This is an optimization exercise on Yosys and OpenROAD, whose aim is small area, not a production implementation. In this exercise RTL edits were held to simulation tests only and were not proved equivalent to the original. No activity file was given, so power comes from the tool's default toggle rates.

v22:
==> flow/design.v (excerpt) <==
module rpn_stack_evaluator #(
	parameter int STACK_DEPTH = 16,
	parameter int NUM_VARS = 32
) (
	input  logic               clk,
	input  logic               arst_n,
	input  logic               in_valid,
	output logic               in_ready,
	input  logic [2:0]         kind,
	input  logic [1:0]         op_code,
	input  logic [4:0]         var_index,
	input  logic signed [31:0] literal,
	output logic               out_valid,
	input  logic               out_ready,
	output logic               print_valid,
	output logic signed [31:0] print_value,
	output logic [2:0]         status
);
	localparam int W   = 4;
	localparam int NB  = 32 / W;
	localparam int LNB = $clog2(NB);
	localparam int PW  = LNB + 5;
	localparam logic [5:0] S_CLR  = 6'd0;
	localparam logic [5:0] S_IDLE = 6'd1;
	localparam logic [5:0] S_PUSH = 6'd2;
	localparam logic [5:0] S_RB1  = 6'd3;
	localparam logic [5:0] S_RB2  = 6'd4;
	localparam logic [5:0] S_RA1  = 6'd5;
	localparam logic [5:0] S_RA2  = 6'd6;
	localparam logic [5:0] S_OB   = 6'd7;
	localparam logic [5:0] S_AS1  = 6'd8;
	localparam logic [5:0] S_AS3  = 6'd9;
	localparam logic [5:0] S_ADD1 = 6'd10;
	localparam logic [5:0] S_ADD2 = 6'd11;
	localparam logic [5:0] S_MB   = 6'd12;
	localparam logic [5:0] S_MA   = 6'd13;
	localparam logic [5:0] S_DS   = 6'd14;
	localparam logic [5:0] S_DA   = 6'd15;
	localparam logic [5:0] S_DB   = 6'd16;
	localparam logic [5:0] S_DT   = 6'd17;
	localparam logic [5:0] S_DC   = 6'd18;
	localparam logic [5:0] S_DQ   = 6'd19;
	localparam logic [5:0] S_DR   = 6'd20;
	localparam logic [5:0] S_DF   = 6'd21;
	localparam logic [5:0] S_DN   = 6'd22;
	localparam logic [5:0] S_ZP   = 6'd23;   
	localparam logic [5:0] S_ZOK     = 6'b011000;
	localparam logic [5:0] S_ZUNDER  = 6'b011001;
	localparam logic [5:0] S_ZOVER   = 6'b011010;
	localparam logic [5:0] S_ZDIV0   = 6'b011011;
	localparam logic [5:0] S_ZNOTVAR = 6'b011100;
	localparam logic [5:0] R_PRINT  = 6'b110000;
	localparam logic [2:0] X_ZERO = 3'd0;
	localparam logic [2:0] X_HEAD = 3'd1;
	localparam logic [2:0] X_SHL  = 3'd2;
  ...
Size: ~1600 flip-flops, roughly 84 I/O pins, about 0.036 mm^2 of cells after synthesis.
Settings: LEC_CHECK=0, ABC_AREA=1, CAP_MARGIN=0, CORE_MARGIN=2, CORE_UTILIZATION=60, PLACE_DENSITY=0.7, SLEW_MARGIN=0; clock period 12.0 ns.
standard.sh (not shown) runs the stock make flow with config.mk's settings and CLKGATE_MAP_FILE= SYNTH_SCRIPT=/design/flow/synth_recipe.tcl, a recipe that flattens the netlist after the stock synthesis.
==> flow/flow/run.sh <==
#!/bin/bash
# Own layout flow: the standard flow (standard.sh) with these changes:
#  - synthesis is synth_recipe.tcl unchanged except that its ABC call maps the
#    combinational logic with flow/area.abc (area only, no delay target) instead of
#    ORFS's abc_area.script; flip-flops are mapped before ABC, so registers, their
#    names and cell types are the standard synthesis's;
#  - port buffers use sky130_fd_sc_hd__buf_1 (the default pick is a 10 um2 delay buffer);
#  - clock tree synthesis without dummy loads, with clkbuf_8 leaf clusters.
# make's full output goes to flow_make.log here; ORFS keeps each step's log in orfs/logs/.
set -euo pipefail
here=$(pwd)
{
	head -n 1 synth_recipe.tcl
	cat <<TCL
proc abc {args} {
	set keep {}
	set skip 0
	foreach a \$args {
		if {\$skip} { set skip 0; continue }
		if {\$a eq "-script" || \$a eq "-D" || \$a eq "-constr"} { set skip 1; continue }
		lappend keep \$a
	}
	yosys abc -script $here/flow/area.abc {*}\$keep
}
TCL
	tail -n +2 synth_recipe.tcl
} > own_synth.tcl
export BUFFER_PORTS_ARGS="-buffer_cell sky130_fd_sc_hd__buf_1"
export CTS_ARGS="-sink_clustering_enable -repair_clock_nets -sink_clustering_size 21 -sink_clustering_max_diameter 60 -buf_list sky130_fd_sc_hd__clkbuf_8 -dont_use_dummy_load"
bash standard.sh SYNTH_SCRIPT=$here/own_synth.tcl finish > flow_make.log 2>&1
==> flow/flow/area.abc <==
strash
&get -n
&fraig -x
&put
dc2
strash
&get -n
&dch -f
&nf -R 1000
&put
For v18, these inputs were changed with respect to v22:
-- flow/config.mk --
<<< v22, line 8
export ABC_AREA = 1
export CAP_MARGIN = 0
export CORE_MARGIN = 2
export CORE_UTILIZATION = 60
export PLACE_DENSITY = 0.7
export SLEW_MARGIN = 0
>>> v18, line 8
export ABC_AREA = 1
export CAP_MARGIN = 20
export CORE_MARGIN = 2
export CORE_UTILIZATION = 60
export CTS_BUF_LIST = sky130_fd_sc_hd__clkbuf_8
export CTS_CLUSTER_DIAMETER = 60
export CTS_CLUSTER_SIZE = 20
export PLACE_DENSITY = 0.7
export SLEW_MARGIN = 20
[summary]
- From v18 to v22, number of nets with antenna violations after routing did not move at all.
- Taking v22 as the reference, in v18 final sequential cell count essentially unchanged, clock-pin slew reported for the worst setup and hold paths after clock tree synthesis essentially unchanged, clock distribution area overhead in the final layout essentially unchanged, number of buffer and inverter instances along the worst setup path essentially unchanged, total global routing overflow essentially unchanged.
[inputs] v55 vs v18
-- flow/flow/run.sh --
<<< v18, line 28
export BUFFER_PORTS_ARGS="-buffer_cell sky130_fd_sc_hd__buf_1"
export CTS_ARGS="-sink_clustering_enable -repair_clock_nets -sink_clustering_size 21 -sink_clustering_max_diameter 60 -buf_list sky130_fd_sc_hd__clkbuf_8 -dont_use_dummy_load"
bash standard.sh SYNTH_SCRIPT=$here/own_synth.tcl finish > flow_make.log 2>&1
>>> v55, line 28
export BUFFER_PORTS_ARGS="-buffer_cell sky130_fd_sc_hd__buf_1"
export CTS_ARGS="-sink_clustering_enable -repair_clock_nets -sink_clustering_size 20 -sink_clustering_max_diameter 60 -buf_list sky130_fd_sc_hd__clkbuf_8 -dont_use_dummy_load"
bash standard.sh SYNTH_SCRIPT=$here/own_synth.tcl finish > flow_make.log 2>&1
### Flow results
Against v18, v55 comes in about 0.3% higher on power density over the cells. Between v18 and v55, the difference in utilization is negligible. v55: signal arrival time at the worst endpoint lower than v18. Between v18 and v55, the difference in multi-input gate share of the layout cell area is negligible. Upper clock frequency limit in v55 vs v18: up 0.71%. Per the comparison of v55 with v18, total stage count of the critical path saw little to no change, post-route antenna net violation count shows no meaningful change, routed wire length has increased.
The following lists how v10 was set up differently from v55:
-- flow/flow/run.sh --
<<< v55, line 28
export BUFFER_PORTS_ARGS="-buffer_cell sky130_fd_sc_hd__buf_1"
export CTS_ARGS="-sink_clustering_enable -repair_clock_nets -sink_clustering_size 20 -sink_clustering_max_diameter 60 -buf_list sky130_fd_sc_hd__clkbuf_8 -dont_use_dummy_load"
bash standard.sh SYNTH_SCRIPT=$here/own_synth.tcl finish > flow_make.log 2>&1
>>> v10, line 28
export BUFFER_PORTS_ARGS="-buffer_cell sky130_fd_sc_hd__buf_1"
export CTS_ARGS="-sink_clustering_enable -repair_clock_nets -sink_clustering_size 22 -sink_clustering_max_diameter 40 -buf_list sky130_fd_sc_hd__clkbuf_8 -dont_use_dummy_load"
bash standard.sh SYNTH_SCRIPT=$here/own_synth.tcl finish > flow_make.log 2>&1
Findings:
Looking at met3 track demand over resource, v10 sits 0.33 points above v55. Global-route wire length before repair grows slightly when moving from v55 to v10. Compared with v55, v10 shows clock network power share higher by 1.9 points. Relative to v55, wire length the detailed router placed on met1 has gone down in v10. Re top fanout value on the critical path: no difference whatsoever between v55 and v10. Comparing v10 against v55, there is no change at all in footprint of the multi-input gates. The count of clock buffers in the final design in v10 is 1.2 times that in v55. Max number of global-route vias before repair across v10 and v55: v10.
Inputs modified between v10 and v50:
-- flow/flow/run.sh --
<<< v10, line 28
export BUFFER_PORTS_ARGS="-buffer_cell sky130_fd_sc_hd__buf_1"
export CTS_ARGS="-sink_clustering_enable -repair_clock_nets -sink_clustering_size 22 -sink_clustering_max_diameter 40 -buf_list sky130_fd_sc_hd__clkbuf_8 -dont_use_dummy_load"
bash standard.sh SYNTH_SCRIPT=$here/own_synth.tcl finish > flow_make.log 2>&1
>>> v50, line 28
export BUFFER_PORTS_ARGS="-buffer_cell sky130_fd_sc_hd__buf_1"
export CTS_ARGS="-sink_clustering_enable -repair_clock_nets -sink_clustering_size 20 -sink_clustering_max_diameter 80 -buf_list sky130_fd_sc_hd__clkbuf_8 -dont_use_dummy_load"
bash standard.sh SYNTH_SCRIPT=$here/own_synth.tcl finish > flow_make.log 2>&1
==> comparison <==
v50 finished every step from synthesis to the final layout, and the layout passed the timing, design-rule and antenna checks.
Compared with v10, in v50 count of non-filler cells in the finished layout now sits lower, highest achievable clock rate neither gained nor lost much, latest clock arrival within the worst-skew pair dropped 30 ps, clock-buffer cell count has decreased.
Per the comparison of v50 with v10, total power lost 0.21 mW; path depth of the worst reg2reg path lost 2; total length of routed wires neither gained nor lost much; post-route cell area lost 340 um^2.

---

Setup of run C:
Another version of the RTL of rpn_stack_evaluator (not shown whole).
For scale: ~2700 cells after synthesis, roughly 84 I/O pins.
// rpn_stack_evaluator
module rpn_stack_evaluator #(
	parameter int STACK_DEPTH = 16,
	parameter int NUM_VARS = 32
) (
	input  logic               clk,
	input  logic               arst_n,
	input  logic               in_valid,
	output logic               in_ready,
	input  logic [2:0]         kind,
	input  logic [1:0]         op_code,
	input  logic [4:0]         var_index,
	input  logic signed [31:0] literal,
	output logic               out_valid,
	input  logic               out_ready,
	output logic               print_valid,
	output logic signed [31:0] print_value,
	output logic [2:0]         status
);
	localparam logic [5:0] S_CLR  = 6'd0;
	localparam logic [5:0] S_IDLE = 6'd1;
	localparam logic [5:0] S_PUSH = 6'd2;
	localparam logic [5:0] S_RB1  = 6'd3;
	localparam logic [5:0] S_RB2  = 6'd4;
	localparam logic [5:0] S_RA1  = 6'd5;
	localparam logic [5:0] S_RA2  = 6'd6;
	localparam logic [5:0] S_OB   = 6'd7;
	localparam logic [5:0] S_AS1  = 6'd8;
	localparam logic [5:0] S_AS3  = 6'd9;
	localparam logic [5:0] S_ADD1 = 6'd10;
	localparam logic [5:0] S_ADD2 = 6'd11;
	localparam logic [5:0] S_MB   = 6'd12;
	localparam logic [5:0] S_MA   = 6'd13;
	localparam logic [5:0] S_DA   = 6'd14;
	localparam logic [5:0] S_DB   = 6'd15;
	localparam logic [5:0] S_DC   = 6'd16;
	localparam logic [5:0] S_DQ   = 6'd17;
	localparam logic [5:0] S_DR   = 6'd18;
	localparam logic [5:0] S_DF   = 6'd19;
	localparam logic [5:0] S_DN   = 6'd20;
	localparam logic [5:0] S_Z    = 6'd21;
	localparam logic [5:0] R_OK     = 6'b100000;
	localparam logic [5:0] R_UNDER  = 6'b100001;
	localparam logic [5:0] R_OVER   = 6'b100010;
	localparam logic [5:0] R_DIV0   = 6'b100011;
	localparam logic [5:0] R_NOTVAR = 6'b100100;
	localparam logic [5:0] R_PRINT  = 6'b110000;
	localparam logic [2:0] X_ZERO = 3'd0;
	localparam logic [2:0] X_HEAD = 3'd1;
	localparam logic [2:0] X_SHL  = 3'd2;
	localparam logic [2:0] X_VAR  = 3'd3;
	localparam logic [2:0] X_LIT  = 3'd4;
	logic [5:0]  state_q, state_d;
	logic [4:0]  ph_q;
	logic [4:0]  cnt_q, cnt_d;
	logic [31:0] a_q;
	logic [4:0]  idx_q, idx_d;
	logic        f_q, f_d;
	logic        qb_q, qb_d;
	logic        neg_q, neg_d;
	logic [16*33-1:0] srng_q;
	logic [32*32-1:0] vrng_q;
  ...
make LEC_CHECK=0 ABC_AREA=1 CAP_MARGIN=20 CORE_MARGIN=2 CORE_UTILIZATION=40 PLACE_DENSITY=0.6 SLEW_MARGIN=20 finish   # period 12.0 ns
run.sh (not shown) runs the stock make flow with config.mk's settings and CLKGATE_MAP_FILE= SYNTH_SCRIPT=/design/flow/synth_recipe.tcl, a recipe that flattens the netlist after the stock synthesis.
Stock flow here: none of the scripts above is used.
#### Input delta (run B over run C)
- an added CTS_BUF_LIST of sky130_fd_sc_hd__clkbuf_8
- a change of PLACE_DENSITY from 0.6 to 0.7
- an added CTS_CLUSTER_DIAMETER of 60
- an added CTS_CLUSTER_SIZE of 20
- a change of CORE_UTILIZATION from 40 to 60
[summary]
Taking run C as 1.0, run B lands at 1.13 on ratio of routed vias to standard cells.
Changes observed in run B relative to run C: design area shows a reduction of about 9%; minimum setup slack in the final design moved up; count of plain and timing-repair buffers in the layout saw an increase; total vias in the final route now sits lower.
The lower clock slew at the register clock pins of the worst setup and hold paths came out of run C.
Against run C, run B reports a part of the power in combinational logic that is higher.
Run C -> run B: die area decreased by more than a quarter
Run C -> run B: count of inserted tapcells decreased by more than a quarter

## static timing again, ports no longer ideal
The flow's constraints put no driver on any port. The routed layouts listed below were extracted and timed again, unchanged, in two steps. Step 1: set_driving_cell puts a clkbuf_16 on clk and a buf_2 on each other input, an assumption about the parent block. Step 2 times the ports against the registers' clock, not the clock port: input delays grow and output delays shrink by t, the midpoint of the rising clock arrivals with the driver on. Three values: no drivers, after step 1, after step 2; two values: the first two.
run | t, ns | setup slack, ns | worst setup path at the end | slew at the worst register clock pin (ns) | cell pins on the clock port's net
v22 | 0.700 | 6.554 / 6.500 / 6.187 | input to register | 0.12 / 0.12 | 1
v18 | 0.700 | 6.554 / 6.500 / 6.187 | input to register | 0.12 / 0.12 | 1
v55 | 0.717 | 6.593 / 6.538 / 6.223 | input to register | 0.11 / 0.11 | 1
v10 | 0.733 | 6.558 / 6.505 / 6.185 | input to register | 0.12 / 0.12 | 1
v50 | 0.717 | 6.546 / 6.492 / 6.207 | input to register | 0.11 / 0.11 | 1
run C | 0.778 | 4.826 / 4.788 / 4.788 | input to output | 0.07 / 0.07 | 1
run B | 0.783 | 4.852 / 4.821 / 4.821 | input to output | 0.12 / 0.12 | 1
After both steps setup and hold are still met in every run listed. The setup slack of v10, which loses most, moves by -0.053 ns with the drivers and by -0.373 ns with both steps.
